This design comes from an exercise in tuning for small area and a short achievable clock period on the open sky130 flow, not from production work. At most, simulation tests tie the RTL to the original design; equivalence was not proved. Power figures rest on the tool's default switching activity, not on a simulated workload.

## north
==> module maxPool, before the edit <==
module maxPool (
    input  logic        clock,
    input  logic        rstN,
    input  logic        convValid,
    input  logic [18:0] conv,
    output logic        poolValid,
    output logic [23:0] poolOut
);
    logic [2:0] convRow;
    logic [2:0] convCol;
    logic signed [18:0] other;
    logic signed [18:0] pairQ [2];
    logic signed [18:0] value;
    logic               takeValue;
    logic signed [18:0] best;
    logic [3:0]         poolPos;
    assign value     = conv;
    logic               greater;
    gtCompare uGreater (
        .a  (value),
        .b  (other),
        .gt (greater)
    );
    assign takeValue = greater || (!convRow[0] && !convCol[0]);
    assign best      = takeValue ? value : other;
    always_ff @(posedge clock or negedge rstN) begin
        if (!rstN) begin
            convRow   <= '0;
            convCol   <= '0;
            poolValid <= 1'b0;
        end else begin
            poolValid <= convValid && convRow[0] && convCol[0];
            if (convValid) begin
                if (convCol == 3'd5) begin
                    convCol <= '0;
                    convRow <= (convRow == 3'd5) ? 3'd0 : convRow + 1'b1;
                end else begin
                    convCol <= convCol + 1'b1;
                end
            end
        end
    end
    always_ff @(posedge clock) begin
        if (convValid) begin
            if (!convCol[0]) begin
                other <= best;
            end else begin
                other    <= pairQ[1];
                pairQ[0] <= best;
                pairQ[1] <= pairQ[0];
            end
        end
        poolPos <= {convRow[2:1], convCol[2:1]};
    end
    assign poolOut = {pairQ[0][18], pairQ[0], poolPos};
endmodule
make LEC_CHECK=0 CAP_MARGIN=20 CORE_MARGIN=2 CORE_UTILIZATION=65 CTS_CLUSTER_DIAMETER=80 CTS_CLUSTER_SIZE=20 SETUP_SLACK_MARGIN=4.0 SLEW_MARGIN=20 SYNTH_HIERARCHICAL=1 finish   # period 6.5 ns
run.sh (not shown) runs the stock make flow with config.mk's settings and CLKGATE_MAP_FILE= SYNTH_SCRIPT=/design/flow/synth_recipe.tcl, a recipe that flattens the netlist after the stock synthesis.
In summary, north completed successfully, with a layout that passed the timing, design-rule and antenna checks.
The following lists how south was set up differently from north:
diff --git a/flow/design.v b/flow/design.v
--- a/flow/design.v
+++ b/flow/design.v
@@ -3597,7 +3597,6 @@
     logic signed [18:0] value;
     logic               takeValue;
     logic signed [18:0] best;
-    logic [3:0]         poolPos;
     assign value     = conv;
     logic               greater;
     gtCompare uGreater (
@@ -3634,9 +3633,8 @@
                 pairQ[1] <= pairQ[0];
             end
         end
-        poolPos <= {convRow[2:1], convCol[2:1]};
+        poolOut <= {best[18], best, convRow[2:1], convCol[2:1]};
     end
-    assign poolOut = {pairQ[0][18], pairQ[0], poolPos};
 endmodule
 module gtCompare (
     input  logic [18:0] a,
==> run summary <==
Across south and north, the outcome is the same: a clean finish for every run.
Slowest cell on the critical path: sky130_fd_sc_hd__edfxtp_1 -> north, sky130_fd_sc_hd__dfrtp_1 -> south
Summary: with north as the reference, post-synthesis cell area in south moved up slightly.
Die footprint went up slightly going from north to south.
Per-cell routed wire length of south is on par with north.
Compared to north, south has final cell count without fillers 31 higher.
south vs north on HPWL after detailed placement: south is the higher one.
Compared with north, south ends up with more cell area.
Lower core area goes to north over south.
south reports a higher synthesized cell count than north does.
north → south: via count saw an increase, number of combinational gates with multiple inputs saw little to no change.
Sort south and north by global-route usage, ascending, and south comes first.
Post-route fraction of the period consumed by the critical path down 0.22 points in south wrt north
No run of this note included a check of the RTL's function; only the layout flow was run.

========
## middle
convPoolLayer, a different RTL version from the one above (not shown whole).
Size: about 2300 cells after synthesis, about 49 I/O pins, ~32000 um^2 of cells after synthesis.
==> module kernelRegs, before the edit <==
module kernelRegs (
    input  logic         clock,
    input  logic         rstN,
    input  logic         coefValid,
    input  logic [11:0]  coefWr,
    output logic [107:0] wenc,
    output logic [7:0]   bias
);
    logic        wrValid;
    logic [11:0] wr;
    logic [11:0] wrEnc;
    always_ff @(posedge clock or negedge rstN) begin
        if (!rstN) begin
            wrValid <= 1'b0;
        end else begin
            wrValid <= coefValid;
        end
    end
    always_ff @(posedge clock) begin
        wr <= coefWr;
    end
    always_comb begin
        for (int d = 0; d < 4; d++) begin
            logic b2, b1, b0;
            b2 = wr[2*d+1];
            b1 = wr[2*d];
            b0 = (d == 0) ? 1'b0 : wr[2*d-1];
            wrEnc[3*d]   = b1 ^ b0;
            wrEnc[3*d+1] = (b2 & ~b1 & ~b0) | (~b2 & b1 & b0);
            wrEnc[3*d+2] = b2 & ~(b1 & b0);
        end
    end
    always_ff @(posedge clock or negedge rstN) begin
        if (!rstN) begin
            wenc <= '0;
            bias <= '0;
        end else if (wrValid) begin
            for (int i = 0; i < 9; i++) begin
                if (wr[11:8] == 4'(i)) begin
                    wenc[12*i +: 12] <= wrEnc;
                end
            end
            if (wr[11:8] == 4'd9) begin
                bias <= wr[7:0];
            end
        end
    end
endmodule
clock: 6.5 ns
lec_check: 0
cap_margin: 20
core_margin: 2
core_utilization: 65
cts_cluster_diameter: 80
cts_cluster_size: 20
setup_slack_margin: 4.0
slew_margin: 20
synth_hierarchical: 1
The inputs of west differ from those of middle as listed below.
--- a/flow/design.v
+++ b/flow/design.v
@@ -75,23 +75,42 @@
             wrEnc[3*d+2] = b2 & ~(b1 & b0);
         end
     end
     always_ff @(posedge clock or negedge rstN) begin
         if (!rstN) begin
-            wenc <= '0;
             bias <= '0;
+            for (int i = 0; i < 9; i++) begin
+                for (int d = 0; d < 4; d++) begin
+                    wenc[12*i + 3*d]     <= 1'b0;
+                    wenc[12*i + 3*d + 1] <= 1'b0;
+                end
+            end
         end else if (wrValid) begin
             for (int i = 0; i < 9; i++) begin
                 if (wr[11:8] == 4'(i)) begin
-                    wenc[12*i +: 12] <= wrEnc;
+                    for (int d = 0; d < 4; d++) begin
+                        wenc[12*i + 3*d]     <= wrEnc[3*d];
+                        wenc[12*i + 3*d + 1] <= wrEnc[3*d + 1];
+                    end
                 end
             end
             if (wr[11:8] == 4'd9) begin
                 bias <= wr[7:0];
             end
         end
     end
+    always_ff @(posedge clock) begin
+        if (wrValid) begin
+            for (int i = 0; i < 9; i++) begin
+                if (wr[11:8] == 4'(i)) begin
+                    for (int d = 0; d < 4; d++) begin
+                        wenc[12*i + 3*d + 2] <= wrEnc[3*d + 2];
+                    end
+                end
+            end
+        end
+    end
 endmodule
 `timescale 1ns/1ps
 module windowBuffer (
     input  logic        clock,
     input  logic        rstN,
@@ -2467,22 +2486,20 @@
     logic [2:0] convRow;
     logic [2:0] convCol;
     logic signed [18:0] other;
     logic signed [18:0] pairQ [2];
     logic signed [18:0] value;
-    logic               takeValue;
-    logic signed [18:0] best;
-    logic [3:0]         poolPos;
-    assign value     = conv;
     logic               greater;
+    logic               takeOther;
+    logic [3:0]         poolPos;
+    assign value = conv;
     gtCompare uGreater (
         .a  (value),
         .b  (other),
         .gt (greater)
     );
-    assign takeValue = greater || (!convRow[0] && !convCol[0]);
-    assign best      = takeValue ? value : other;
+    assign takeOther = convValid && (convCol[0] || !convRow[0] || greater);
     always_ff @(posedge clock or negedge rstN) begin
         if (!rstN) begin
             convRow   <= '0;
             convCol   <= '0;
             poolValid <= 1'b0;
@@ -2497,18 +2514,16 @@
                 end
             end
         end
     end
     always_ff @(posedge clock) begin
-        if (convValid) begin
-            if (!convCol[0]) begin
-                other <= best;
-            end else begin
-                other    <= pairQ[1];
-                pairQ[0] <= best;
-                pairQ[1] <= pairQ[0];
-            end
+        if (takeOther) begin
+            other <= convCol[0] ? pairQ[1] : value;
+        end
+        if (convValid && convCol[0]) begin
+            pairQ[0] <= greater ? value : other;
+            pairQ[1] <= pairQ[0];
         end
         poolPos <= {convRow[2:1], convCol[2:1]};
     end
     assign poolOut = {pairQ[0][18], pairQ[0], poolPos};
 endmodule
==> comparison <==
middle has a lower fraction of met1 tracks used by global routing than west. Looking at classification of the worst setup path, the flop to output port result is from west; the flop to flop one comes from middle. middle → west: clock buffer count from CTS shows an increase of 2.6%, total of clock buffers placed in the layout shows a reduction of 1, pre-CTS setup slack shows a reduction of 0.22 ns, cell area after synthesis shows a reduction of about 1.5%. Taking middle as the reference point, the overall power of the completed layout of west falls by about 14%. Per the comparison of west with middle, wire length of the first global-routing pass decreased 1200 um; final instance area decreased about 1.4%; total track usage essentially unchanged; count of routing violations after the opening detailed-route iteration increased 15; sequential group share of total power increased 4.7 points. When the final numbers for middle and west were put side by side, the time the worst path needs with I/O delays and setup turned out to be greater in middle. Compared with middle, west shows a lower combinational power.

========
wip/indigo:
convPoolLayer, a different RTL version from the one above (not shown whole).
Size: roughly 2200 cells after synthesis, about 49 I/O pins, roughly 0.031 mm² of cells after synthesis.
==> module windowBuffer, before the edit <==
module windowBuffer (
    input  logic        clock,
    input  logic        rstN,
    input  logic        pixValid,
    input  logic [7:0]  pixData,
    output logic        winValid,
    output logic [71:0] pix
);
    logic [2:0] rowCnt;
    logic [2:0] colCnt;
    logic [7:0] shift [19];
    always_ff @(posedge clock or negedge rstN) begin
        if (!rstN) begin
            rowCnt   <= '0;
            colCnt   <= '0;
            winValid <= 1'b0;
        end else begin
            winValid <= pixValid && rowCnt >= 3'd2 && colCnt >= 3'd2;
            if (pixValid) begin
                colCnt <= colCnt + 1'b1;
                if (colCnt == 3'd7) begin
                    rowCnt <= rowCnt + 1'b1;
                end
            end
        end
    end
    logic shiftNext;
    always_ff @(posedge clock or negedge rstN) begin
        if (!rstN) begin
            shiftNext <= 1'b0;
        end else begin
            shiftNext <= pixValid;
        end
    end
    always_ff @(posedge clock) begin
        shift[0] <= pixData;
        if (shiftNext) begin
            for (int k = 1; k < 19; k++) begin
                shift[k] <= shift[k-1];
            end
        end
    end
    always_comb begin
        for (int kr = 0; kr < 3; kr++) begin
            for (int kc = 0; kc < 3; kc++) begin
                pix[8*(3*kr+kc) +: 8] = shift[8*(2-kr) + (2-kc)];
            end
        end
    end
endmodule
clock: 6.5 ns
lec_check: 0
cap_margin: 20
core_margin: 2
core_utilization: 65
cts_cluster_diameter: 80
cts_cluster_size: 20
setup_slack_margin: 4.0
slew_margin: 20
synth_hierarchical: 1
Input-level comparison between wip/willow and wip/indigo:
--- a/flow/design.v
+++ b/flow/design.v
@@ -136,19 +136,11 @@
                 end
             end
         end
     end
-    logic shiftNext;
-    always_ff @(posedge clock or negedge rstN) begin
-        if (!rstN) begin
-            shiftNext <= 1'b0;
-        end else begin
-            shiftNext <= pixValid;
-        end
-    end
     always_ff @(posedge clock) begin
-        shift[0] <= pixData;
-        if (shiftNext) begin
+        if (pixValid) begin
+            shift[0] <= pixData;
             for (int k = 1; k < 19; k++) begin
                 shift[k] <= shift[k-1];
             end
         end
Findings:
- Against wip/indigo, wip/willow comes in 0.38 points lower on max-slew headroom at the worst pin.
- wip/willow reached the end of the flow, and the finished layout is clean on the timing, design-rule and antenna checks.
- Compared with wip/indigo, in wip/willow combinational power +about 1%; met3 usage in global routing up 0.60 points; area fraction of clock buffers and clock inverters level; power climbed 0.52%.
- For share of cells above drive strength 1, wip/willow and wip/indigo come out practically identical.
The RTL of wip/indigo was laid out without a check of its function.

========
Another version of the RTL of convPoolLayer (not shown whole).
Size: ~520 flip-flops, ~49 I/O pins, about 0.031 mm2 of cells after synthesis.
==> module maxPool, before the edit <==
module maxPool (
    input  logic        clock,
    input  logic        rstN,
    input  logic        convValid,
    input  logic [18:0] conv,
    output logic        poolValid,
    output logic [23:0] poolOut
);
    logic [2:0] convRow;
    logic [2:0] convCol;
    logic signed [18:0] other;
    logic signed [18:0] pairQ [2];
    logic signed [18:0] value;
    logic               takeValue;
    logic signed [18:0] best;
    assign value     = conv;
    assign takeValue = (value > other) || (!convRow[0] && !convCol[0]);
    assign best      = takeValue ? value : other;
    always_ff @(posedge clock or negedge rstN) begin
        if (!rstN) begin
            convRow   <= '0;
            convCol   <= '0;
            poolValid <= 1'b0;
        end else begin
            poolValid <= convValid && convRow[0] && convCol[0];
            if (convValid) begin
                if (convCol == 3'd5) begin
                    convCol <= '0;
                    convRow <= (convRow == 3'd5) ? 3'd0 : convRow + 1'b1;
                end else begin
                    convCol <= convCol + 1'b1;
                end
            end
        end
    end
    always_ff @(posedge clock) begin
        if (convValid) begin
            if (!convCol[0]) begin
                other <= best;
            end else begin
                other    <= pairQ[1];
                pairQ[0] <= best;
                pairQ[1] <= pairQ[0];
            end
        end
        poolOut <= {best[18], best, convRow[2:1], convCol[2:1]};
    end
endmodule
Settings: LEC_CHECK=0, CAP_MARGIN=20, CORE_MARGIN=2, CORE_UTILIZATION=40, SETUP_SLACK_MARGIN=3.5, SLEW_MARGIN=20, SYNTH_HIERARCHICAL=1; clock period 6.5 ns.
Change:
--- a/flow/design.v
+++ b/flow/design.v
@@ -3345,12 +3345,12 @@
     logic [2:0] convRow;
     logic [2:0] convCol;
+    logic signed [18:0] first;
+    logic signed [18:0] pairQ [3];
     logic signed [18:0] other;
-    logic signed [18:0] pairQ [2];
-    logic signed [18:0] value;
-    logic               takeValue;
     logic signed [18:0] best;
-    assign value     = conv;
-    assign takeValue = (value > other) || (!convRow[0] && !convCol[0]);
-    assign best      = takeValue ? value : other;
+    logic signed [18:0] value;
+    assign value = conv;
+    assign other = convCol[0] ? first : pairQ[2];
+    assign best  = (value > other) ? value : other;
     always_ff @(posedge clock or negedge rstN) begin
         if (!rstN) begin
@@ -3373,9 +3373,9 @@
         if (convValid) begin
             if (!convCol[0]) begin
-                other <= best;
+                first <= convRow[0] ? best : value;
             end else begin
-                other    <= pairQ[1];
                 pairQ[0] <= best;
                 pairQ[1] <= pairQ[0];
+                pairQ[2] <= pairQ[1];
             end
         end
Result: Maximum frequency shrinks by 3.5%; setup slack got worse by 0.11 ns; synthesized area rises by 1.6%; global-route usage is lower by 0.40 points; register-to-register slack degrades by 0.11 ns; count of clock-buffer cells in the layout grows by 2.
No run of this note included a check of the RTL's function; only the layout flow was run.

what the ideal ports hide:
The results above use ideal ports. As a check the final layouts listed here were re-extracted and re-timed, cells and wires unchanged.
Step 1 (the two cells are an assumption about what drives the block):
set clk [get_ports {clock}]
set_driving_cell -lib_cell sky130_fd_sc_hd__clkbuf_16 $clk
set_driving_cell -lib_cell sky130_fd_sc_hd__buf_2 [delete_from_list [all_inputs] $clk]
Step 2, shift: input delay + t, output delay - t, t = (earliest + latest rising clock arrival at the registers) / 2. This alone moves slack from input paths to output paths.
Slacks: ideal / step 1 / step 2; pairs: ideal / step 1.
run	t, ns	setup WS [ns]	worst setup path at the end	worst register clock-pin slew, ns
north	0.639	3.957 / 3.957 / 3.565	input to register	0.10 / 0.10
south	0.656	3.971 / 3.971 / 3.500	input to register	0.09 / 0.09
middle	0.643	3.982 / 3.948 / 3.569	input to register	0.09 / 0.09
west	0.639	4.018 / 3.957 / 3.508	input to register	0.09 / 0.09
wip/indigo	0.637	4.031 / 3.971 / 3.935	input, reset recovery	0.09 / 0.09
wip/willow	0.636	4.040 / 3.981 / 3.533	input to register	0.09 / 0.09
the first run of note 4	0.674	3.371 / 3.371 / 3.114	input to register	0.07 / 0.07
the second run of note 4	0.691	3.259 / 3.259 / 3.244	input to register	0.07 / 0.07
After both steps every run listed still meets setup and hold. The setup slack of west, which loses most, moves by -0.061 ns with the drivers and by -0.510 ns with both steps. Setup slack includes reset recovery checks.
